From an optimization exercise on the open Yosys and OpenROAD flow, aimed at a short achievable clock period and few clock cycles; shortcuts taken in it are not production practice.
In this exercise RTL edits were held to simulation tests only and were not proved equivalent to the original.
Power is estimated from default activity; no workload was simulated.

==> design.v <==
`default_nettype none
package rv_core_pkg;
    localparam int xlen = 64;
    localparam logic [6:0] opc_op     = 7'b0110011;
    localparam logic [6:0] opc_op_imm = 7'b0010011;
    localparam logic [6:0] opc_load   = 7'b0000011;
endpackage
`default_nettype wire
`default_nettype none
module c_inv   (input wire a, output wire y);                      assign y = ~a;                      endmodule
module c_nand2 (input wire a, input wire b, output wire y);        assign y = ~(a & b);                endmodule
module c_nor2  (input wire a, input wire b, output wire y);        assign y = ~(a | b);                endmodule
module c_nand2b(input wire an, input wire b, output wire y);       assign y = ~(~an & b);              endmodule
module c_nor2b (input wire a, input wire bn, output wire y);       assign y = ~(a | ~bn);              endmodule
module c_nand3 (input wire a, input wire b, input wire c, output wire y); assign y = ~(a & b & c);     endmodule
module c_xor2  (input wire a, input wire b, output wire y);        assign y = a ^ b;                   endmodule
module c_xnor2 (input wire a, input wire b, output wire y);        assign y = ~(a ^ b);                endmodule
module c_aoi21 (input wire a1, input wire a2, input wire b, output wire y); assign y = ~((a1 & a2) | b); endmodule
module c_oai21 (input wire a1, input wire a2, input wire b, output wire y); assign y = ~((a1 | a2) & b); endmodule
module c_aoi22 (input wire a1, input wire a2, input wire b1, input wire b2, output wire y);
    assign y = ~((a1 & a2) | (b1 & b2));
endmodule
module c_mux2i (input wire s, input wire a0, input wire a1, output wire y); assign y = ~(s ? a1 : a0); endmodule
module ks_add64 #(parameter bit SUB = 1'b0) (
    input  wire [63:0] a,
    input  wire [63:0] b,
    output wire [63:0] s,
    output wire        cout_n
);
    wire [63:0] g [0:6];
    wire [63:0] t [0:6];
    wire [63:0] fin_p, fin_n;    
    wire [63:0] p;
    genvar i, l;
    generate
        for (i = 0; i < 64; i++) begin : pg
            if (!SUB) begin : add
                c_nand2 u_g (.a(a[i]), .b(b[i]), .y(g[0][i]));
                c_nor2  u_t (.a(a[i]), .b(b[i]), .y(t[0][i]));
                c_xor2  u_p (.a(a[i]), .b(b[i]), .y(p[i]));
            end else begin : sub
                if (i == 0) begin : c0
                    c_nor2b u_g (.a(a[i]), .bn(b[i]), .y(g[0][i]));
                end else begin : cn
                    c_nand2b u_g (.an(b[i]), .b(a[i]), .y(g[0][i]));
                end
                c_nor2b u_t (.a(a[i]), .bn(b[i]), .y(t[0][i]));
                c_xnor2 u_p (.a(a[i]), .b(b[i]), .y(p[i]));
            end
        end
        for (i = 0; i < 64; i++) begin : fin
            localparam int L = (i == 0) ? 0 : (i < 2) ? 1 : (i < 4) ? 2 : (i < 8) ? 3 : (i < 16) ? 4 : (i < 32) ? 5 : 6;
            if (L % 2 == 0) begin : neg
                assign fin_n[i] = g[L][i];
                c_inv u_i (.a(g[L][i]), .y(fin_p[i]));
            end else begin : pos
                assign fin_p[i] = g[L][i];
                c_inv u_i (.a(g[L][i]), .y(fin_n[i]));
            end
        end
        for (l = 0; l < 6; l++) begin : lv
            for (i = (1 << l); i < 64; i++) begin : bt
                localparam int J = i - (1 << l);
                wire gj;
                if (J < (1 << l)) begin : f
                    assign gj = (l % 2 == 0) ? fin_n[J] : fin_p[J];
                end else begin : m
                    assign gj = g[l][J];
                end
                if (l % 2 == 0) begin : neg_in
                    c_oai21 u_g (.a1(t[l][i]), .a2(gj), .b(g[l][i]), .y(g[l+1][i]));
                    if (J >= (1 << l)) begin : tt
                        c_nor2 u_t (.a(t[l][i]), .b(t[l][J]), .y(t[l+1][i]));
                    end
                end else begin : pos_in
                    c_aoi21 u_g (.a1(t[l][i]), .a2(gj), .b(g[l][i]), .y(g[l+1][i]));
                    if (J >= (1 << l)) begin : tt
                        c_nand2 u_t (.a(t[l][i]), .b(t[l][J]), .y(t[l+1][i]));
                    end
                end
            end
        end
        for (i = 0; i < 64; i++) begin : sm
            if (i == 0) begin : s0
                if (!SUB) begin : add
                    assign s[0] = p[0];
                end else begin : sub
                    c_xor2 u_s (.a(a[0]), .b(b[0]), .y(s[0]));
                end
            end else begin : sn
                c_xnor2 u_s (.a(p[i]), .b(fin_n[i-1]), .y(s[i]));
            end
        end
    endgenerate
    assign cout_n = fin_n[63];
endmodule
module fwd_out (
    input  wire [63:0] sum,
    input  wire [63:0] diff,
    input  wire        ss,
    input  wire        sd,
    input  wire        cmp_n,
    input  wire [63:0] e_n,
    output wire [63:0] y
);
    wire [63:0] ad_n;
    genvar i;
    generate
        for (i = 0; i < 64; i++) begin : b
            c_aoi22 u_ad (.a1(ss), .a2(sum[i]), .b1(sd), .b2(diff[i]), .y(ad_n[i]));
            if (i == 0) begin : b0
                c_nand3 u_o (.a(ad_n[i]), .b(cmp_n), .c(e_n[i]), .y(y[i]));
            end else begin : bn
                c_nand2 u_o (.a(ad_n[i]), .b(e_n[i]), .y(y[i]));
            end
        end
    endgenerate
endmodule
module mux4h #(parameter int N = 4) (
    input  wire [3:0] s,
    input  wire [3:0] d,
    output wire       y
);
    wire n01, n23;
    generate
        if (N == 4) begin : n4
            c_aoi22 u_a (.a1(s[0]), .a2(d[0]), .b1(s[1]), .b2(d[1]), .y(n01));
            c_aoi22 u_b (.a1(s[2]), .a2(d[2]), .b1(s[3]), .b2(d[3]), .y(n23));
            c_nand2 u_o (.a(n01), .b(n23), .y(y));
        end else if (N == 3) begin : n3
            c_aoi22 u_a (.a1(s[0]), .a2(d[0]), .b1(s[1]), .b2(d[1]), .y(n01));
            c_nand2 u_b (.a(s[2]), .b(d[2]), .y(n23));
            c_nand2 u_o (.a(n01), .b(n23), .y(y));
        end else if (N == 2) begin : n2
            c_aoi22 u_a (.a1(s[0]), .a2(d[0]), .b1(s[1]), .b2(d[1]), .y(n01));
            c_inv   u_o (.a(n01), .y(y));
        end else begin : n1
            c_nand2 u_a (.a(s[0]), .b(d[0]), .y(n01));
            c_inv   u_o (.a(n01), .y(y));
        end
    endgenerate
endmodule
module shift64 #(parameter bit LEFT = 1'b1) (
    input  wire [63:0] x,
    input  wire        fill,
    input  wire        fillh,   
    input  wire [3:0]  s1,    
    input  wire [3:0]  s4,    
    input  wire [3:0]  s16,   
    input  wire [3:0]  s1h,   
    input  wire [3:0]  s4h,
    input  wire [3:0]  s16h,
    output wire [63:0] y
);
    wire [63:0] st [0:3];
    assign st[0] = x;
    genvar g, i, k;
    generate
        for (g = 0; g < 3; g++) begin : stg
            localparam int D = (g == 0) ? 1 : (g == 1) ? 4 : 16;
            wire [3:0] sel_lo = (g == 0) ? s1 : (g == 1) ? s4 : s16;
            wire [3:0] sel_hi = (g == 0) ? s1h : (g == 1) ? s4h : s16h;
            for (i = 0; i < 64; i++) begin : b
                wire [3:0] sel = (i < 32) ? sel_lo : sel_hi;
                wire [3:0] d;
                if (LEFT) begin : l
                    localparam int N = (i / D + 1 > 4) ? 4 : i / D + 1;
                    for (k = 0; k < 4; k++) begin : t
                        if (k < N) begin : v
                            assign d[k] = st[g][i - k * D];
                        end else begin : z
                            assign d[k] = 1'b0;
                        end
                    end
                    mux4h #(.N(N)) u_m (.s(sel), .d(d), .y(st[g+1][i]));
                end else begin : r
                    for (k = 0; k < 4; k++) begin : t
                        if (i + k * D < 64) begin : v
                            assign d[k] = st[g][i + k * D];
                        end else begin : f
                            assign d[k] = (i < 32) ? fill : fillh;
                        end
                    end
                    mux4h #(.N(4)) u_m (.s(sel), .d(d), .y(st[g+1][i]));
                end
            end
        end
    endgenerate
    assign y = st[3];
endmodule
module or4_64 (
    input  wire [63:0] sh_l,
    input  wire [63:0] sh_r,
    input  wire [63:0] lg,
    input  wire [63:0] ld,
    output wire [63:0] y
);
    wire [63:0] n_sh, n_o;
    genvar i;
    generate
        for (i = 0; i < 64; i++) begin : b
            c_nor2  u_a (.a(sh_l[i]), .b(sh_r[i]), .y(n_sh[i]));
            c_nor2  u_b (.a(lg[i]), .b(ld[i]), .y(n_o[i]));
            c_nand2 u_o (.a(n_sh[i]), .b(n_o[i]), .y(y[i]));
        end
    endgenerate
endmodule
module early_n #(parameter bit ONLY_REST = 1'b0) (
    input  wire [63:0] rest,
    input  wire [63:0] v,
    input  wire        gf,
    input  wire        gv,
    output wire [63:0] e_n
);
    genvar i;
    generate
        for (i = 0; i < 64; i++) begin : b
            if (ONLY_REST) begin : r
                c_inv   u_e (.a(rest[i]), .y(e_n[i]));
            end else begin : m
                c_aoi22 u_e (.a1(gf), .a2(rest[i]), .b1(gv), .b2(v[i]), .y(e_n[i]));
            end
        end
    endgenerate
endmodule
module c_dff #(parameter int W = 1) (
    input  wire          CLK,
    input  wire  [W-1:0] d,
    output logic [W-1:0] q
);
    always_ff @(posedge CLK) q <= d;
endmodule
module c_dffr #(parameter int W = 1) (
    input  wire          CLK,
    input  wire          reset,
    input  wire  [W-1:0] d,
    output logic [W-1:0] q
);
    always_ff @(posedge CLK or negedge reset) begin
        if (!reset) q <= '0;
        else        q <= d;
    end
endmodule
`default_nettype wire
`default_nettype none
import rv_core_pkg::*;
module rv_core_top (
    input  wire         CLK,
    input  wire         reset,
    input  wire         stall,
    input  wire [31:0]  inst,
    output logic [63:0] inst_addr,
    input  wire [63:0]  mem_rdata,
    output logic [63:0] mem_addr,
    output logic        mem_rd_en,
    output logic        retire_valid,
    output logic [4:0]  retire_rd,
    output logic [63:0] retire_value
);
    logic [63:0] pc;
    logic        hold;           
    logic        d_v;
    logic [31:0] d_ir;
    logic        d_op, d_imm, d_ld;
    logic [31:1] d_s1oh, d_s2oh;  
    logic [31:1] d_r1, d_r2;      
    logic        d_f1w, d_f1w2;   
    logic        d_f2w, d_f2w2;
    logic        a_wr, a_ld, a_alu;
    logic [4:0]  a_rd, a_rs1, a_rs2;
    logic [2:0]  a_f3;
    logic        a_op, a_alt;
    logic [63:0] a_op1, a_op2;
    logic        fx1, fx2;       
    logic        x_wr, x_ld;
    logic [4:0]  x_rd;
    logic [63:0] x_a, x_b;
    logic [63:0] x_sa;           
    logic [3:0]  x_l1, x_l4, x_l16;   
    logic [3:0]  x_r1, x_r4, x_r16;   
    logic [11:0] x_lh, x_rh;     
    logic        x_add, x_sub, x_slt, x_sltu, x_xor, x_or, x_and;
    logic [7:0]  x_bsel [0:7];   
    logic [7:0]  x_sfill;        
    logic [7:0]  x_sgsel;        
    logic        w_wr;
    logic [4:0]  w_rd;
    logic [63:0] w_val;
    logic        w2_wr;
    logic [4:0]  w2_rd;
    logic [63:0] w2_val;
    logic [63:0] rf [1:31];
    logic [31:1] rfv;
    logic [1:0]  qn;                    
    logic [31:0] q_ir [0:1];
    logic        q_op [0:1], q_imm [0:1], q_ld [0:1];
    logic [31:1] q_s1 [0:1], q_s2 [0:1];
    logic        accept, fetch, dcons, push, pop;
    logic [31:1] s1oh_in, s2oh_in;
    logic        f_op, f_imm, f_ld;
    logic [31:1] f_s2;
    always_comb begin
        for (int j = 1; j < 32; j++) begin
            s1oh_in[j] = inst[19:15] == 5'(j);
            s2oh_in[j] = inst[24:20] == 5'(j);
        end
    end
    assign f_op  = inst[6:0] == opc_op;
    assign f_imm = inst[6:0] == opc_op_imm;
    assign f_ld  = inst[6:0] == opc_load;
    assign f_s2  = f_op ? s2oh_in : '0;
    assign dcons  = !hold;                   
    assign accept = qn != 2'd2 || dcons;     
    assign fetch  = !stall && accept;
    assign pop    = dcons && qn != 2'd0;
    assign push   = fetch && !(dcons && qn == 2'd0);
    logic        n_v, n_op, n_imm, n_ld;
    logic [31:0] n_ir;
    logic [31:1] n_s1, n_s2;
    assign n_v   = qn != 2'd0 || !stall;
    assign n_ir  = qn != 2'd0 ? q_ir[0]  : inst;
    assign n_op  = qn != 2'd0 ? q_op[0]  : f_op;
    assign n_imm = qn != 2'd0 ? q_imm[0] : f_imm;
    assign n_ld  = qn != 2'd0 ? q_ld[0]  : f_ld;
    assign n_s1  = qn != 2'd0 ? q_s1[0]  : s1oh_in;
    assign n_s2  = qn != 2'd0 ? q_s2[0]  : f_s2;
    logic [63:0] pc_n;
    assign pc_n = fetch ? pc + 64'd4 : pc;
    c_dffr #(.W(64)) u_pc_o (.CLK(CLK), .reset(reset), .d(pc_n), .q(inst_addr));
    always_ff @(posedge CLK or negedge reset) begin
        if (!reset) begin
            pc  <= '0;
            d_v <= 1'b0;
            qn  <= 2'd0;
        end else begin
            pc <= pc_n;
            if (dcons) d_v <= n_v;
            qn <= qn + 2'(push) - 2'(pop);
        end
    end
    always_ff @(posedge CLK) begin
        if (dcons) begin
            d_ir   <= n_ir;
            d_op   <= n_op;
            d_imm  <= n_imm;
            d_ld   <= n_ld;
            d_s1oh <= n_s1;
            d_s2oh <= n_s2;
        end
        if (pop && qn == 2'd2) begin
            q_ir[0] <= q_ir[1]; q_op[0] <= q_op[1]; q_imm[0] <= q_imm[1]; q_ld[0] <= q_ld[1];
            q_s1[0] <= q_s1[1]; q_s2[0] <= q_s2[1];
        end
        if (push) begin
            if (qn - 2'(pop) == 2'd0) begin
                q_ir[0] <= inst; q_op[0] <= f_op; q_imm[0] <= f_imm; q_ld[0] <= f_ld;
                q_s1[0] <= s1oh_in; q_s2[0] <= f_s2;
            end else begin
                q_ir[1] <= inst; q_op[1] <= f_op; q_imm[1] <= f_imm; q_ld[1] <= f_ld;
                q_s1[1] <= s1oh_in; q_s2[1] <= f_s2;
            end
        end
    end
    always_ff @(posedge CLK) begin
        logic [4:0]  r1, r2;
        logic [31:1] s1, s2, v;
        logic        f1w, f1w2, f2w, f2w2;
        r1 = hold ? d_ir[19:15] : n_ir[19:15];
        r2 = hold ? (d_op ? d_ir[24:20] : 5'd0) : (n_op ? n_ir[24:20] : 5'd0);
        s1 = hold ? d_s1oh : n_s1;
        s2 = hold ? d_s2oh : n_s2;
        for (int j = 1; j < 32; j++) v[j] = rfv[j] || (w2_wr && w2_rd == 5'(j));
        f1w  = x_wr && x_rd == r1;
        f1w2 = !f1w && w_wr && w_rd == r1;
        f2w  = x_wr && x_rd == r2;
        f2w2 = !f2w && w_wr && w_rd == r2;
        d_f1w  <= f1w;
        d_f1w2 <= f1w2;
        d_f2w  <= f2w;
        d_f2w2 <= f2w2;
        d_r1   <= (f1w || f1w2) ? '0 : (s1 & v);
        d_r2   <= (f2w || f2w2) ? '0 : (s2 & v);
    end
    logic [4:0]  d_rd, d_rs1, d_rs2;
    logic [2:0]  d_f3;
    logic        d_isop, d_isimm, d_isld, d_known, d_wr, d_alt;
    logic [63:0] d_immv, rf1, rf2, d_op1, d_op2;
    assign d_rd   = d_ir[11:7];
    assign d_f3   = d_ir[14:12];
    assign d_rs1  = d_ir[19:15];
    assign d_isop  = d_v && d_op;
    assign d_isimm = d_v && d_imm;
    assign d_isld  = d_v && d_ld;
    assign d_rs2  = d_op ? d_ir[24:20] : 5'd0;
    assign d_known = d_isop || d_isimm || d_isld;
    assign d_wr   = d_known && d_rd != 5'd0;
    assign d_immv = {{52{d_ir[31]}}, d_ir[31:20]};
    assign d_alt  = d_op ? d_ir[31:25] == 7'b0100000
                         : (d_f3 == 3'b101 && d_ir[31:26] == 6'b010000);
    always_comb begin
        rf1 = '0;
        rf2 = '0;
        for (int j = 1; j < 32; j++) begin
            rf1 = rf1 | ({64{d_r1[j]}} & rf[j]);
            rf2 = rf2 | ({64{d_r2[j]}} & rf[j]);
        end
    end
    assign d_op1 = ({64{d_f1w}} & w_val) | ({64{d_f1w2}} & w2_val) | rf1;
    assign d_op2 = !d_op ? d_immv : ({64{d_f2w}} & w_val) | ({64{d_f2w2}} & w2_val) | rf2;
    logic       n_fx1, hold_n;
    logic [4:0] n_rs1;
    logic       fw1;             
    logic [3:0] fw1l;            
    logic [4:0] n_rs2;
    logic       fw2;             
    logic [63:0] nx_a, nx_b, nx_sa, nx_w;    
    assign n_rs1  = hold ? a_rs1 : d_rs1;
    assign n_rs2  = hold ? a_rs2 : d_rs2;
    assign n_fx1  = !hold && a_wr && a_rd == d_rs1;
    assign hold_n = (n_fx1 && d_isld) ||
                    (!hold && a_wr && a_rd == d_rs2 && d_isop && d_f3[1:0] == 2'b01);
    always_ff @(posedge CLK or negedge reset) begin
        if (!reset) begin
            hold  <= 1'b0;
            a_wr  <= 1'b0;
            a_ld  <= 1'b0;
            a_alu <= 1'b0;
        end else begin
            hold <= hold_n;
            if (!hold) begin
                a_wr  <= d_wr;
                a_ld  <= d_isld;
                a_alu <= d_isop || d_isimm;
            end
        end
    end
    always_ff @(posedge CLK) begin
        fx1 <= n_fx1;
        fx2 <= !hold && a_wr && a_rd == d_rs2;
        fw1 <= x_wr && x_rd == n_rs1;
        fw2 <= x_wr && x_rd == n_rs2;
        if (!hold) begin
            a_rd  <= d_rd;
            a_rs1 <= d_rs1;
            a_rs2 <= d_rs2;
            a_f3  <= d_f3;
            a_op  <= d_op;
            a_alt <= d_alt;
            a_op1 <= d_op1;
            a_op2 <= d_op2;
        end else begin
            if (fw1) a_op1 <= w_val;
            if (fw2) a_op2 <= w_val;
        end
    end
    logic [63:0] ea, v_a, base;
    assign v_a  = fw1 ? w_val : a_op1;
    logic fw1l_n;
    assign fw1l_n = x_wr && x_rd == n_rs1 && (hold ? a_ld : d_isld);
    for (genvar k = 0; k < 4; k++) begin : g_fw1l
        c_dff u_fw1l (.CLK(CLK), .d(fw1l_n), .q(fw1l[k]));
        assign base[16*k +: 16] = fw1l[k] ? w_val[16*k +: 16] : a_op1[16*k +: 16];
    end
    logic [7:0]  bsel_n [0:7];
    logic [7:0]  sfill_n, sgsel_n;
    ks_add64 #(.SUB(1'b0)) u_ea (.a(base), .b(a_op2), .s(ea), .cout_n());
    always_comb begin
        logic [7:0] dec;      
        logic [3:0] szh;      
        logic       any, sgn;
        dec = 8'd1 << ea[2:0];
        szh = 4'd1 << a_f3[1:0];
        any = a_f3 != 3'b111;
        sgn = any && !a_f3[2];
        for (int k = 0; k < 8; k++) begin
            logic in_size;
            in_size = (k < 1) || (k < 2 && !szh[0]) || (k < 4 && (szh[2] || szh[3])) || szh[3];
            for (int j = 0; j < 8; j++) begin
                bsel_n[k][j] = (j >= k) ? (any && in_size && dec[(j - k) & 7]) : 1'b0;
            end
            sfill_n[k] = sgn && !in_size;
        end
        for (int j = 0; j < 8; j++) begin
            sgsel_n[j] = sgn && ((szh[0] && dec[j]) ||
                                 (szh[1] && j >= 1 && dec[(j - 1) & 7]) ||
                                 (szh[2] && j >= 3 && dec[(j - 3) & 7]) ||
                                 (szh[3] && j >= 7 && dec[(j - 7) & 7]));
        end
    end
    always_ff @(posedge CLK or negedge reset) begin
        if (!reset) begin
            x_wr <= 1'b0;
            x_ld <= 1'b0;
        end else begin
            x_wr <= a_wr && !hold;
            x_ld <= a_ld && !hold;
        end
    end
    logic [5:0]  shamt;
    logic [11:0] lsel_n, rsel_n;
    assign shamt  = fw2 ? w_val[5:0] : a_op2[5:0];
    assign lsel_n = (a_alu && !hold && a_f3 == 3'b001) ?
                    {4'd1 << shamt[5:4], 4'd1 << shamt[3:2], 4'd1 << shamt[1:0]} : 12'd0;
    assign rsel_n = (a_alu && !hold && a_f3 == 3'b101) ?
                    {4'd1 << shamt[5:4], 4'd1 << shamt[3:2], 4'd1 << shamt[1:0]} : 12'd0;
    logic [1:0] x_fl;
    logic       fl_n;
    assign fl_n = a_alu && !hold && a_f3 == 3'b101 && a_alt && nx_sa[63];
    c_dff u_fl0 (.CLK(CLK), .d(fl_n), .q(x_fl[0]));
    c_dff u_fl1 (.CLK(CLK), .d(fl_n), .q(x_fl[1]));
    c_dff #(.W(12)) u_lsel_hi (.CLK(CLK), .d(lsel_n), .q(x_lh));
    c_dff #(.W(12)) u_rsel_hi (.CLK(CLK), .d(rsel_n), .q(x_rh));
    always_ff @(posedge CLK) begin
        logic go;
        go = a_alu && !hold;
        x_rd   <= a_rd;
        x_a    <= nx_a;
        x_b    <= nx_b;
        x_sa   <= nx_sa;
        {x_l16, x_l4, x_l1} <= lsel_n;
        {x_r16, x_r4, x_r1} <= rsel_n;
        x_add  <= go && a_f3 == 3'b000 && !(a_op && a_alt);
        x_sub  <= go && a_f3 == 3'b000 && a_op && a_alt;
        x_slt  <= go && a_f3 == 3'b010;
        x_sltu <= go && a_f3 == 3'b011;
        x_xor  <= go && a_f3 == 3'b100;
        x_or   <= go && a_f3 == 3'b110;
        x_and  <= go && a_f3 == 3'b111;
        for (int k = 0; k < 8; k++) x_bsel[k] <= (a_ld && !hold) ? bsel_n[k] : 8'd0;
        x_sfill <= (a_ld && !hold) ? sfill_n : 8'd0;
        x_sgsel <= sgsel_n;
        mem_addr <= {ea[63:3], 3'b000};  
    end
    logic [63:0] sum, diff, rest, ldval;
    logic        ltu, s_ab, sign;
    logic [63:0] shl, shr;
    shift64 #(.LEFT(1'b1)) u_shl (.x(x_sa), .fill(1'b0), .fillh(1'b0), .s1(x_l1), .s4(x_l4), .s16(x_l16),
                                  .s1h(x_lh[3:0]), .s4h(x_lh[7:4]), .s16h(x_lh[11:8]), .y(shl));
    shift64 #(.LEFT(1'b0)) u_shr (.x(x_sa), .fill(x_fl[0]), .fillh(x_fl[1]), .s1(x_r1), .s4(x_r4), .s16(x_r16),
                                  .s1h(x_rh[3:0]), .s4h(x_rh[7:4]), .s16h(x_rh[11:8]), .y(shr));
    ks_add64 #(.SUB(1'b0)) u_sum  (.a(x_a), .b(x_b), .s(sum),  .cout_n());
    ks_add64 #(.SUB(1'b1)) u_diff (.a(x_a), .b(x_b), .s(diff), .cout_n(ltu));
    assign s_ab = x_a[63] ^ x_b[63];  
    logic [63:0] lg;
    assign lg = ({64{x_xor}} & (x_a ^ x_b)) | ({64{x_or}} & (x_a | x_b)) | ({64{x_and}} & (x_a & x_b));
    or4_64 u_rest (.sh_l(shl), .sh_r(shr), .lg(lg), .ld(ldval), .y(rest));
    always_comb begin
        sign = 1'b0;
        for (int j = 0; j < 8; j++) sign = sign | (x_sgsel[j] & mem_rdata[8*j+7]);
        for (int k = 0; k < 8; k++) begin
            logic [7:0] b;
            b = {8{x_sfill[k] & sign}};
            for (int j = 0; j < 8; j++) b = b | ({8{x_bsel[k][j]}} & mem_rdata[8*j +: 8]);
            ldval[8*k +: 8] = b;
        end
    end
    logic go_a, sh_a;
    logic [63:0] v_b;
    assign go_a  = a_alu && !hold;
    assign sh_a  = go_a && a_f3[1:0] == 2'b01;
    assign v_b   = fw2 ? w_val : a_op2;
        logic fa_ss, fa_sd, fa_k0, fa_k1, fa_cn; 
        logic [63:0] fa_en; 
        assign fa_ss = (1'b1) && (fx1) && x_add; 
        assign fa_sd = (1'b1) && (fx1) && x_sub; 
        assign fa_k1 = (1'b1) && (fx1) && (x_sltu || (x_slt && !s_ab)); 
        assign fa_k0 = (1'b1) && (fx1) && x_slt && s_ab; 
        early_n #(.ONLY_REST(1'b0)) u_fa_e (.rest(rest), .v(v_a), .gf((1'b1) && (fx1)), .gv((1'b1) && !(fx1)), .e_n(fa_en)); 
        c_mux2i u_fa_c (.s(ltu), .a0(fa_k0), .a1(fa_k1), .y(fa_cn)); 
        fwd_out u_fa (.sum(sum), .diff(diff), .ss(fa_ss), .sd(fa_sd), 
                          .cmp_n(fa_cn), .e_n(fa_en), .y(nx_a));
        logic fb_ss, fb_sd, fb_k0, fb_k1, fb_cn; 
        logic [63:0] fb_en; 
        assign fb_ss = (1'b1) && (fx2) && x_add; 
        assign fb_sd = (1'b1) && (fx2) && x_sub; 
        assign fb_k1 = (1'b1) && (fx2) && (x_sltu || (x_slt && !s_ab)); 
        assign fb_k0 = (1'b1) && (fx2) && x_slt && s_ab; 
        early_n #(.ONLY_REST(1'b0)) u_fb_e (.rest(rest), .v(v_b), .gf((1'b1) && (fx2)), .gv((1'b1) && !(fx2)), .e_n(fb_en)); 
        c_mux2i u_fb_c (.s(ltu), .a0(fb_k0), .a1(fb_k1), .y(fb_cn)); 
        fwd_out u_fb (.sum(sum), .diff(diff), .ss(fb_ss), .sd(fb_sd), 
                          .cmp_n(fb_cn), .e_n(fb_en), .y(nx_b));
        logic fsa_ss, fsa_sd, fsa_k0, fsa_k1, fsa_cn; 
        logic [63:0] fsa_en; 
        assign fsa_ss = (sh_a) && (fx1) && x_add; 
        assign fsa_sd = (sh_a) && (fx1) && x_sub; 
        assign fsa_k1 = (sh_a) && (fx1) && (x_sltu || (x_slt && !s_ab)); 
        assign fsa_k0 = (sh_a) && (fx1) && x_slt && s_ab; 
        early_n #(.ONLY_REST(1'b0)) u_fsa_e (.rest(rest), .v(v_a), .gf((sh_a) && (fx1)), .gv((sh_a) && !(fx1)), .e_n(fsa_en)); 
        c_mux2i u_fsa_c (.s(ltu), .a0(fsa_k0), .a1(fsa_k1), .y(fsa_cn)); 
        fwd_out u_fsa (.sum(sum), .diff(diff), .ss(fsa_ss), .sd(fsa_sd), 
                          .cmp_n(fsa_cn), .e_n(fsa_en), .y(nx_sa));
        logic fw_ss, fw_sd, fw_k0, fw_k1, fw_cn; 
        logic [63:0] fw_en; 
        assign fw_ss = (1'b1) && (1'b1) && x_add; 
        assign fw_sd = (1'b1) && (1'b1) && x_sub; 
        assign fw_k1 = (1'b1) && (1'b1) && (x_sltu || (x_slt && !s_ab)); 
        assign fw_k0 = (1'b1) && (1'b1) && x_slt && s_ab; 
        early_n #(.ONLY_REST(1'b1)) u_fw_e (.rest(rest), .v(64'd0), .gf((1'b1) && (1'b1)), .gv((1'b1) && !(1'b1)), .e_n(fw_en)); 
        c_mux2i u_fw_c (.s(ltu), .a0(fw_k0), .a1(fw_k1), .y(fw_cn)); 
        fwd_out u_fw (.sum(sum), .diff(diff), .ss(fw_ss), .sd(fw_sd), 
                          .cmp_n(fw_cn), .e_n(fw_en), .y(nx_w));
    c_dffr u_rd_en_o (.CLK(CLK), .reset(reset), .d(a_ld && !hold), .q(mem_rd_en));
    always_ff @(posedge CLK or negedge reset) begin
        if (!reset) begin
            w_wr  <= 1'b0;
            w2_wr <= 1'b0;
            rfv   <= '0;
        end else begin
            w_wr  <= x_wr;
            w2_wr <= w_wr;
            for (int j = 1; j < 32; j++) begin
                if (w2_wr && w2_rd == 5'(j)) rfv[j] <= 1'b1;
            end
        end
    end
    always_ff @(posedge CLK) begin
        w_rd  <= x_rd;
        w_val <= nx_w;
        w2_rd  <= w_rd;
        w2_val <= w_val;
        for (int j = 1; j < 32; j++) begin
            if (w2_wr && w2_rd == 5'(j)) rf[j] <= w2_val;
        end
    end
    c_dffr u_ret_v_o (.CLK(CLK), .reset(reset), .d(w_wr), .q(retire_valid));
    c_dff #(.W(5))  u_ret_rd_o (.CLK(CLK), .d(w_rd), .q(retire_rd));
    c_dff #(.W(64)) u_ret_val_o (.CLK(CLK), .d(w_val), .q(retire_value));
endmodule
`default_nettype wire
==> run.sh <==
#!/bin/bash
# synth_recipe.tcl (not shown) runs the flow's synth.tcl, then flattens the netlist and writes it again
# the make line also repeats each setting of config.mk as NAME=value (left out here)
make -C /OpenROAD-flow-scripts/flow DESIGN_CONFIG=/design/flow/config.mk WORK_HOME=/design/flow/orfs CLKGATE_MAP_FILE= SYNTH_SCRIPT=/design/flow/synth_recipe.tcl finish
==> config.mk <==
export PLATFORM = sky130hd
export DESIGN_NAME = rv_core_top
export DESIGN_NICKNAME = rv_core_top
export VERILOG_FILES = /design/flow/design.v
export SDC_FILE = /design/flow/constraint.sdc
export NUM_CORES = 8
export LEC_CHECK = 0
export ABC_CLOCK_PERIOD_IN_PS = 1500
export CAP_MARGIN = 20
export CELL_PAD_IN_SITES_DETAIL_PLACEMENT = 2
export CELL_PAD_IN_SITES_GLOBAL_PLACEMENT = 2
export CORE_MARGIN = 2
export CORE_UTILIZATION = 35
export SETUP_SLACK_MARGIN = 4.6
export SLEW_MARGIN = 20
export SYNTH_HIERARCHICAL = 1
export SYNTH_MINIMUM_KEEP_SIZE = 0
==> constraint.sdc <==
create_clock -name core_clock -period 7.0 [get_ports {CLK}]
set_input_delay 1.4000 -clock core_clock [delete_from_list [all_inputs] [get_ports {CLK}]]
set_output_delay 1.4000 -clock core_clock [all_outputs]
set_load 0.01 [all_outputs]
==> summary.txt, run 1 <==
Detail-routed net length per standard cell = 51.4 µm
Most frequent standard cell in the layout excluding fill and tap cells = edfxtp_1
Slew headroom = 9.85%
Area enclosed by the die boundary = 0.457 mm²
Post-synth design cell area = 0.158 mm²
Hold-fix buffer count after cts = 0
Largest voltage drop on the vdd net = 0.438 mV
Sum of negative setup slack = 0 ns
RSZ-0062 raised after global routing = yes
Number of CTS-inserted buffers = 371
Worst R2R Path Depth = 13
Vias = 151000
Kind of launch point of the worst setup path = flop
Area used by multi-input combinational logic = 0.0803 mm²
Pin slew with the least headroom to its limit = 1.35 ns
Setup WS post-layout = 4.00 ns
Final setup vio count = 0
Iteration-0 DRC count of the detailed router = 24100
Classification of the worst setup path = flop to primary output
Root Buffer Master = clkbuf_16
Post-place setup slack = 2.32 ns
Starting Density = 35.2%
Port bufs = 294
Maximum level of the CTS H-tree = 5
Proportion of layout cells with a drive suffix above 1 = 40.8%
Sinks on Clock Net = 3201
Antenna violations before repair = 91
Outcome = no timing/DRC/antenna violations
Number of buffers and inverters on the critical path = 1
Req. time, crit path = 5.60 ns
Max-Cap Viols = 0
Final antenna-violating net count = 0
Cell count along the critical path = 1
DR pass1 iterations = 8
Area inside the core boundary = 0.449 mm²
CTS clock-pin slew for the worst setup and hold paths = 0.06 ns
DRT Wirelength = 1100000 µm
Leakage power total = 0.0728 µW
Maximum number of pins on one net before global-route repair = 86
Final hold violation count = 0
Area delta synth->final = 31.9%
Die span in x = 676 µm
Maximum buffer depth of the clock tree = 4
Die extent in y = 676 µm
TritonCTS clock tree = built
Largest fanout on the critical path = 1
Residual DRC = 0
Fraction of the cycle the final worst path needs = 42.8%
Avg Cell Area, Syn = 11.5 µm²
Mean number of vias per cell = 7.04
Number of fillers in the final layout = 43700
Count of synthesis-stage warnings from yosys = 26
Flip-flop and latch area = 0.0872 mm²
Cell area power density = 561 mW/mm²
Net total in the final layout = 15300
Final period demand of the worst path = 3.00 ns
Global-route total usage across every layer = 46.2%
I/O pin count = 298
Remaining global-route overflow = 0
Critical-path cell list = buf_6
Half-perimeter wire length after detailed placement = 647000 µm
Number of max-slew violations in the final report = 0
Largest delay share family, worst path = flip-flops
Maximum operating frequency = 334 MHz
Clock Skews = 0.0906 ns
Number of global-route vias before repair = 150000
Count of mapped cells out of synthesis = 13800
Most frequent cells in the layout = edfxtp_1, a22oi_1, a22oi_2
Critical path's slowest cell = dfxtp_4
Clock network latency to the later pin of the worst-skew pair = 1.03 ns
Site row count = 246
Class of the worst hold path = input port to asynchronous set/reset pin
Element type at the critical path end = primary output
Routability Congestion = 1.01
Data arrival time at the worst-slack endpoint = 1.60 ns
Largest stage delay, worst path = 0.46 ns
Wire length of the first global-routing pass = 1420000 µm
timing repair:
action | 4_1_cts | 5_1_grt
cloned | 65 | 9
resized for setup | 4095 | 744
setup endpoints to repair | 2149 | 1544
pin swaps | 634 | 476
buffers inserted | 601 | 257
power by group:
group | total, µW | internal [µW] | switching [µW]
combinational | 65000 | 20300 | 44700
clock | 20400 | 11600 | 8790
sequential | 31300 | 24700 | 6560
total | 117000 | 56700 | 60000
layout make-up:
cell class | count | share of cell area [%]
Sequential cell | 3201 | 41.9
Multi-Input combinational cell | 9497 | 38.5
Timing Repair Buffer | 1643 | 9.22
Clock buffer | 518 | 5.10
Tap cell | 5952 | 3.58
Clock inverter | 174 | 0.846
Inverter | 404 | 0.784
Antenna cell | 69 | 0.0829
Timing Repair inverter | 1 | 0.00420
metrics by stage:
stage	hold WS [ns]	instance area, µm²	util, %	std cells	power (µW)
3_5_place_dp	0.433	171000	38.0	19800	78100
6_report	0.378	208000	46.4	21500	117000
5_1_grt	0.426	208000	46.4	21400	118000
2_1_floorplan	0.329	158000	-	13800	52300
3_3_place_gp	0.426	170000	38.0	19800	77100
4_1_cts	0.380	203000	45.2	21100	110000
path summary, 6_finish.rpt:
path                       slack, ns               end               from
max in group asynchronous       5.12              hold              reset
setup / recovery                4.00  retire_value[29]  u_ret_val_o.q[29]
setup reg to reg                4.05           x_b[46]     u_rsel_hi.q[0]
min in group core_clock         0.42        w2_val[32]          w_val[32]
hold / removal                  0.38            pc[41]              reset
hold reg to reg                 0.42        w2_val[32]          w_val[32]
sequential cells by signal, indices dropped and copies added, names as in the netlist, 31 cells and up:
name,cells
a_op1,64
a_op2,64
d_r1,31
d_r2,31
d_s1oh,31
d_s2oh,31
mem_addr,61
pc,62
q_ir,50
q_s1,62
q_s2,62
rf,1984
rfv,31
u_pc_o.q,64
u_ret_val_o.q,64
w2_val,64
w_val,64
x_a,64
x_b,64
x_sa,64
routing by layer:
layer	wire length (µm)	vias to the layer above	GRT usage, %
li1	-	56600	-
met4	113000	36	38.3
met5	846	-	0
met2	468000	12000	68.8
met3	130000	3698	15.2
met1	391000	78800	54.2
Testbench counts, summed over its fixed seeds: cycles 17,870.
==> run 2: changes to the inputs <==
--- a/config.mk
+++ b/config.mk
@@ -10,7 +10,7 @@
 export CELL_PAD_IN_SITES_DETAIL_PLACEMENT = 2
 export CELL_PAD_IN_SITES_GLOBAL_PLACEMENT = 2
 export CORE_MARGIN = 2
-export CORE_UTILIZATION = 35
+export CORE_UTILIZATION = 38
 export SETUP_SLACK_MARGIN = 4.6
 export SLEW_MARGIN = 20
 export SYNTH_HIERARCHICAL = 1
==> run 2 against run 1 <==
  * Still clean on timing, DRC and antenna
  * Register-to-register slack worse by 0.07 ns
  * Hold slack better by 0.078 ns
  * Setup slack got worse by 0.025 ns
  * Synthesized cell count unchanged
  * Area after synthesis stayed put
  * Via count is 3.2% higher
  * Largest cell class unchanged
==> summary.txt, run 2 <==
Fraction of the cycle the final worst path needs = 43.2%
Outcome = no timing/DRC/antenna violations
Global-route total usage across every layer = 49.1%
Classification of the worst setup path = flop to flop
Hold-fix buffer count after cts = 0
Most frequent cells in the layout = edfxtp_1, a22oi_1, a22oi_2
Post-route design area = 0.210 mm²
Class of the worst hold path = flop to flop
Site row count = 236
Sum of negative setup slack = 0 ns
Starting Density = 38.2%
Largest voltage drop on the vdd net = 0.330 mV
Half-perimeter wire length after detailed placement = 633000 µm
Sinks on Clock Net = 3201
CTS clock-pin slew for the worst setup and hold paths = 0.07 ns
Die span in x = 649 µm
Flip-flop and latch area = 0.0873 mm²
Port bufs = 294
Area inside the core boundary = 0.413 mm²
Maximum number of pins on one net before global-route repair = 99
Number of CTS-inserted buffers = 365
I/O pin count = 298
Total power = 119000 µW
Clock Skews = 0.100 ns
Area delta synth->final = 32.7%
Wire length of the first global-routing pass = 1410000 µm
Routability Congestion = 1.06
Number of fillers in the final layout = 39300
Cell area power density = 568 mW/mm²
Leakage power total = 0.0731 µW
Final setup vio count = 0
Area enclosed by the die boundary = 0.421 mm²
Proportion of layout cells with a drive suffix above 1 = 41.3%
Mean number of vias per cell = 7.40
Post-place setup slack = 2.27 ns
Startpoint of the tightest hold check path = d_ir[9]
Root Buffer Master = clkbuf_16
Final period demand of the worst path = 3.02 ns
Final hold violation count = 0
Max-Cap Viols = 0
Antenna violations before repair = 126
Capture point of the worst reg-to-reg path = d_r2[12]
Count of synthesis-stage warnings from yosys = 26
Kind of launch point of the worst setup path = flop
Area used by multi-input combinational logic = 0.0809 mm²
Residual DRC = 0
Maximum buffer depth of the clock tree = 4
Number of max-slew violations in the final report = 0
Standard cell area after detailed placement = 0.170 mm²
Worst setup slack for register-to-register paths = 3.98 ns
Maximum level of the CTS H-tree = 5
Worst Hold End = a_rd[2]
Data arrival time at the worst-slack endpoint = 3.95 ns
DRT Wirelength = 1110000 µm
Vias = 156000
Element type at the critical path end = flop
Clock network latency to the later pin of the worst-skew pair = 1.04 ns
Pin slew with the least headroom to its limit = 1.39 ns
Req. time, crit path = 7.93 ns
Number of global-route vias before repair = 153000
Hold Path Stages = 0
Remaining global-route overflow = 0
Setup WS post-layout = 3.98 ns
Die extent in y = 649 µm
Largest fanout on the critical path = 77
RSZ-0062 raised after global routing = yes
TritonCTS clock tree = built
DR pass1 iterations = 9
Worst hold margin = 0.456 ns
Net total in the final layout = 15400
Max reg flops = 1984
Maximum operating frequency = 331 MHz
Detail-routed net length per standard cell = 52.7 µm
Slew headroom = 7.07%
Final antenna-violating net count = 0
Crit Reg-Reg Startpoint = qn[1]
Reg with most FFs = rf
Count of mapped cells out of synthesis = 13800
Most frequent standard cell in the layout excluding fill and tap cells = edfxtp_1
Avg Cell Area, Syn = 11.5 µm²
Worst R2R Path Depth = 9
Iteration-0 DRC count of the detailed router = 27400
Post-synth design cell area = 0.158 mm²
run 2: timing repair:
item,CTS,global route
gates cloned,57,30
pin swaps,577,568
endpoints found under the setup margin,2073,1714
endpoints found under the hold margin,0,0
gates resized for setup,3950,975
buffers inserted,606,347
run 2: worst max-delay path by stage:
stage             startpoint             to  slack, ns  cells after the start
2_1_floorplan            fx1        u_fl1.q       3.46                      6
3_3_place_gp   mem_rdata[63]       x_sa[52]       2.38                     10
3_5_place_dp   mem_rdata[55]        x_b[52]       2.27                     10
4_1_cts         u_pc_o.q[60]  inst_addr[60]       4.02                      1
5_1_grt                qn[1]       d_r2[12]       3.95                      9
6_report               qn[1]       d_r2[12]       3.98                      9
run 2: per-layer routing:
layer / vias up / routed length (µm) / share of wire, % / track usage [%]
li1: 56800 / - / - / -
met1: 79900 / 378000 / 34 / 56.7
met2: 14400 / 462000 / 42 / 71.4
met3: 4707 / 150000 / 14 / 18.1
met4: 67 / 120000 / 11 / 43.1
met5: - / 1340 / 0.12 / 1.29
run 2: final cells by class:
type	count	share of cell area, %
Timing Repair Buffer	1701	9.73
Clock inverter	173	0.877
Antenna cell	125	0.149
Inverter	404	0.787
Multi-Input combinational cell	9492	38.6
Tap cell	5474	3.27
Timing Repair inverter	1	0.00418
Sequential cell	3201	41.6
Clock buffer	506	4.90
run 2: critical path, stage by stage (launching register included):
cell	delay (ns)
dfrtp_4	0.58
or2_4	0.30
buf_12	0.20
nor4_4	0.36
buf_6	0.23
buf_12	0.14
a32oi_1	0.13
o21ai_1	0.30
o21ai_0	0.31
nor3_4	0.39
run 2: where the power goes:
part / internal [µW] / switching (µW) / leakage [µW]
clock network: 11500 / 8850 / 0.00591
registers: 24800 / 6770 / 0.0295
logic: 21100 / 46100 / 0.0376
run 2: stage by stage:
stage / utilization, % / instances
2_1_floorplan: - / 13800
3_3_place_gp: 41.0 / 19200
3_5_place_dp: 41.0 / 19200
4_1_cts: 48.6 / 20600
5_1_grt: 50.6 / 21000
6_report: 50.7 / 21100
==> run 3: changes to the inputs <==
--- a/config.mk
+++ b/config.mk
@@ -7,10 +7,10 @@
 export LEC_CHECK = 0
 export ABC_CLOCK_PERIOD_IN_PS = 1500
 export CAP_MARGIN = 20
-export CELL_PAD_IN_SITES_DETAIL_PLACEMENT = 2
-export CELL_PAD_IN_SITES_GLOBAL_PLACEMENT = 2
+export CELL_PAD_IN_SITES_DETAIL_PLACEMENT = 1
+export CELL_PAD_IN_SITES_GLOBAL_PLACEMENT = 1
 export CORE_MARGIN = 2
-export CORE_UTILIZATION = 38
+export CORE_UTILIZATION = 42
 export SETUP_SLACK_MARGIN = 4.6
 export SLEW_MARGIN = 20
 export SYNTH_HIERARCHICAL = 1
==> run 3 against run 2 <==
  * Now fails the layout checks on max-capacitance violations, max-slew violations
  * Critical path depth is 8 lower
  * Area after synthesis unchanged
  * Sequential share of layout area increased by 0.42 points
  * Sequential power about the same
  * Via count fell by 2.7%
  * First-iteration DRC count increased by 1.7%
  * Synthesized cell count stayed put
  * Cell area decreased by 1.1%
  * Global-route usage increased by 0.91 points
  * Core utilization rose by 4.6 points
  * Highest routed layer unchanged
==> summary.txt, run 3 <==
Number of global-route vias before repair = 146000
Total power = 115000 µW
Global-route total usage across every layer = 50.0%
Largest stage delay, worst path = 0.42 ns
Critical path's slowest cell = dfrtp_1
Post-route design area = 0.207 mm²
Final setup vio count = 0
Classification of the worst setup path = flop to primary output
Net total in the final layout = 15200
Max-Cap Viols = 1
Detail-routed net length per standard cell = 49.1 µm
Iteration-0 DRC count of the detailed router = 27800
Most frequent standard cell in the layout excluding fill and tap cells = edfxtp_1
Most frequent cells in the layout = edfxtp_1, a22oi_1, a22oi_2
Vias = 152000
Non-filler cells in the finished layout = 20400
Pin slew with the least headroom to its limit = 1.62 ns
Switching share of total power = 51.0%
Largest delay share family, worst path = flip-flops
Number of buffers and inverters on the critical path = 1
Largest voltage drop on the vdd net = 0.448 mV
Clock Skews = 0.113 ns
Mean number of vias per cell = 7.43
M2 GR Usage = 72.1%
Port bufs = 294
RSZ-0062 raised after global routing = yes
Proportion of layout cells with a drive suffix above 1 = 40.8%
Number of max-slew violations in the final report = 11
Clock network latency to the later pin of the worst-skew pair = 1.05 ns
TritonCTS clock tree = built
Cell count after placement = 18800
Final antenna-violating net count = 0
Number of fillers in the final layout = 37200
Antenna violations before repair = 80
Maximum operating frequency = 334 MHz
Fraction of power consumed by sequential logic = 27.4%
I/O pin count = 298
DRT Wirelength = 1000000 µm
Req. time, crit path = 5.60 ns
CTS clock-pin slew for the worst setup and hold paths = 0.06 ns
Avg Cell Area, Syn = 11.5 µm²
Layout check fault list = max-capacitance violations, max-slew violations
Kind of launch point of the worst setup path = flop
Outcome = complete, but fails checks
Worst hold margin = 0.428 ns
Remaining global-route overflow = 0
Internal Pwr Total = 56500 µW
Power share of the combinational group = 55.4%
Met3 Use GR = 17.7%
Die extent in y = 617 µm
Met1 demand-to-capacity share in global routing = 58.6%
Largest fanout on the critical path = 1
DR pass1 iterations = 13
Count of synthesis-stage warnings from yosys = 26
Fraction of the cycle the final worst path needs = 42.8%
Area enclosed by the die boundary = 0.381 mm²
Final hold violation count = 0
Post-synth design cell area = 0.158 mm²
Top Usage Layer GRT = met2
Area delta synth->final = 31.3%
Class of the worst hold path = input port to asynchronous set/reset pin
Max reg flops = 1984
Wire length of the first global-routing pass = 1300000 µm
Hold-fix buffer count after cts = 0
Residual DRC = 0
Critical-path cell list = buf_2
Cell area power density = 556 mW/mm²
Starting Density = 42.1%
Maximum number of pins on one net before global-route repair = 93
Die span in x = 617 µm
Number of CTS-inserted buffers = 360
Maximum level of the CTS H-tree = 5
Net switching power = 58800 µW
Reg with most FFs = rf
Element type at the critical path end = primary output
Site row count = 225
Clock network power share = 17.2%
Sum of negative setup slack = 0 ns
Root Buffer Master = clkbuf_16
Leakage power total = 0.0722 µW
Half-perimeter wire length after detailed placement = 590000 µm
Count of mapped cells out of synthesis = 13800
Area inside the core boundary = 0.375 mm²
Sinks on Clock Net = 3201
Slew headroom = -8.65%
Standard cell area after detailed placement = 0.169 mm²
Maximum buffer depth of the clock tree = 4
Routability Congestion = 1.11
Data arrival time at the worst-slack endpoint = 1.59 ns
Final period demand of the worst path = 2.99 ns
## run 3: path summary, 6_finish.rpt
check	from	end	slack [ns]	cells past startpoint
max in group asynchronous	reset	hold	5.23	2
setup / recovery	u_pc_o.q[49]	inst_addr[49]	4.01	1
setup reg to reg	qn[0]	d_r2[27]	4.22	10
min in group core_clock	a_op	x_add	0.45	1
hold reg to reg	a_op	x_add	0.45	1
hold / removal	reset	u_pc_o.q[0]	0.43	1
## run 3: layer usage
layer | share of wire [%] | vias to the layer above
li1 | - | 56400
met1 | 34 | 76600
met2 | 41 | 14100
met3 | 14 | 4555
met4 | 11 | 72
met5 | 0.18 | -
## run 3: cell type report
| cell class | instances | area, µm² | share of cell area [%] |
|---|---|---|---|
| Multi-Input combinational cell | 9493 | 82000 | 39.5 |
| Timing Repair inverter | 1 | 8.76 | 0.00423 |
| Clock inverter | 183 | 1890 | 0.914 |
| Clock buffer | 492 | 10100 | 4.89 |
| Antenna cell | 89 | 223 | 0.107 |
| Sequential cell | 3201 | 87200 | 42.1 |
| Timing Repair Buffer | 1551 | 18000 | 8.66 |
| Tap cell | 4994 | 6250 | 3.01 |
| Inverter | 404 | 1630 | 0.787 |
## run 3: worst register-to-register path, cell delays in order, from the launching register on
cell       delay, ns
dfrtp_4         0.52
buf_12          0.16
o21ba_4         0.25
buf_4           0.16
a32oi_2         0.29
a21oi_1         0.13
nand4b_1        0.28
a2111oi_4       0.26
buf_6           0.28
buf_12          0.20
nor4_2          0.06
## run 3: power by group through the flow
stage / Combinational (µW) / Sequential (µW) / Clock [µW]
after floorplan: 24900 / 27400 / 0
after global placement: 43000 / 31900 / 0
after detailed placement: 43600 / 32000 / 0
after CTS: 55200 / 31000 / 19700
after global routing: 63800 / 31400 / 20500
final: 63800 / 31600 / 19900
## run 3: per-stage QoR
stage | setup slack (ns) | utilization (%)
floorplan | 3.46 | -
global placement | 2.33 | 45.0
detailed placement | 2.30 | 45.1
CTS | 3.98 | 53.1
global route | 3.98 | 55.2
finish | 4.01 | 55.3
## run 3: timing repair
item                                     CTS  global route
gates cloned                              39            12
pin swaps                                611           604
endpoints found under the setup margin  1800           982
gates resized for setup                 3883          1163
buffers inserted                         595           216

-- port drivers added, routing unchanged --
Ports are ideal in the flow. The routed layouts listed here were re-timed in OpenROAD. Step 1: set_driving_cell puts a clkbuf_16 on CLK and a buf_2 on each other input, an assumption about the parent block. Step 2 times the ports against the registers' clock, not the clock port: input delays grow and output delays shrink by t, the midpoint of the rising clock arrivals with the driver on. Slacks: ideal / step 1 / step 2; pairs: ideal / step 1.
| run | t, ns | setup slack, ns | slew at the worst register clock pin (ns) |
|---|---|---|---|
| run 1 | 1.113 | 4.003 / 3.877 / 3.159 | 0.07 / 0.07 |
| run 2 | 1.125 | 3.978 / 3.893 / 3.060 | 0.08 / 0.08 |
| run 3 | 1.113 | 4.006 / 3.886 / 3.244 | 0.07 / 0.07 |
The setup slack of run 2, which loses most, moves by -0.085 ns with the drivers and by -0.918 ns with both steps.
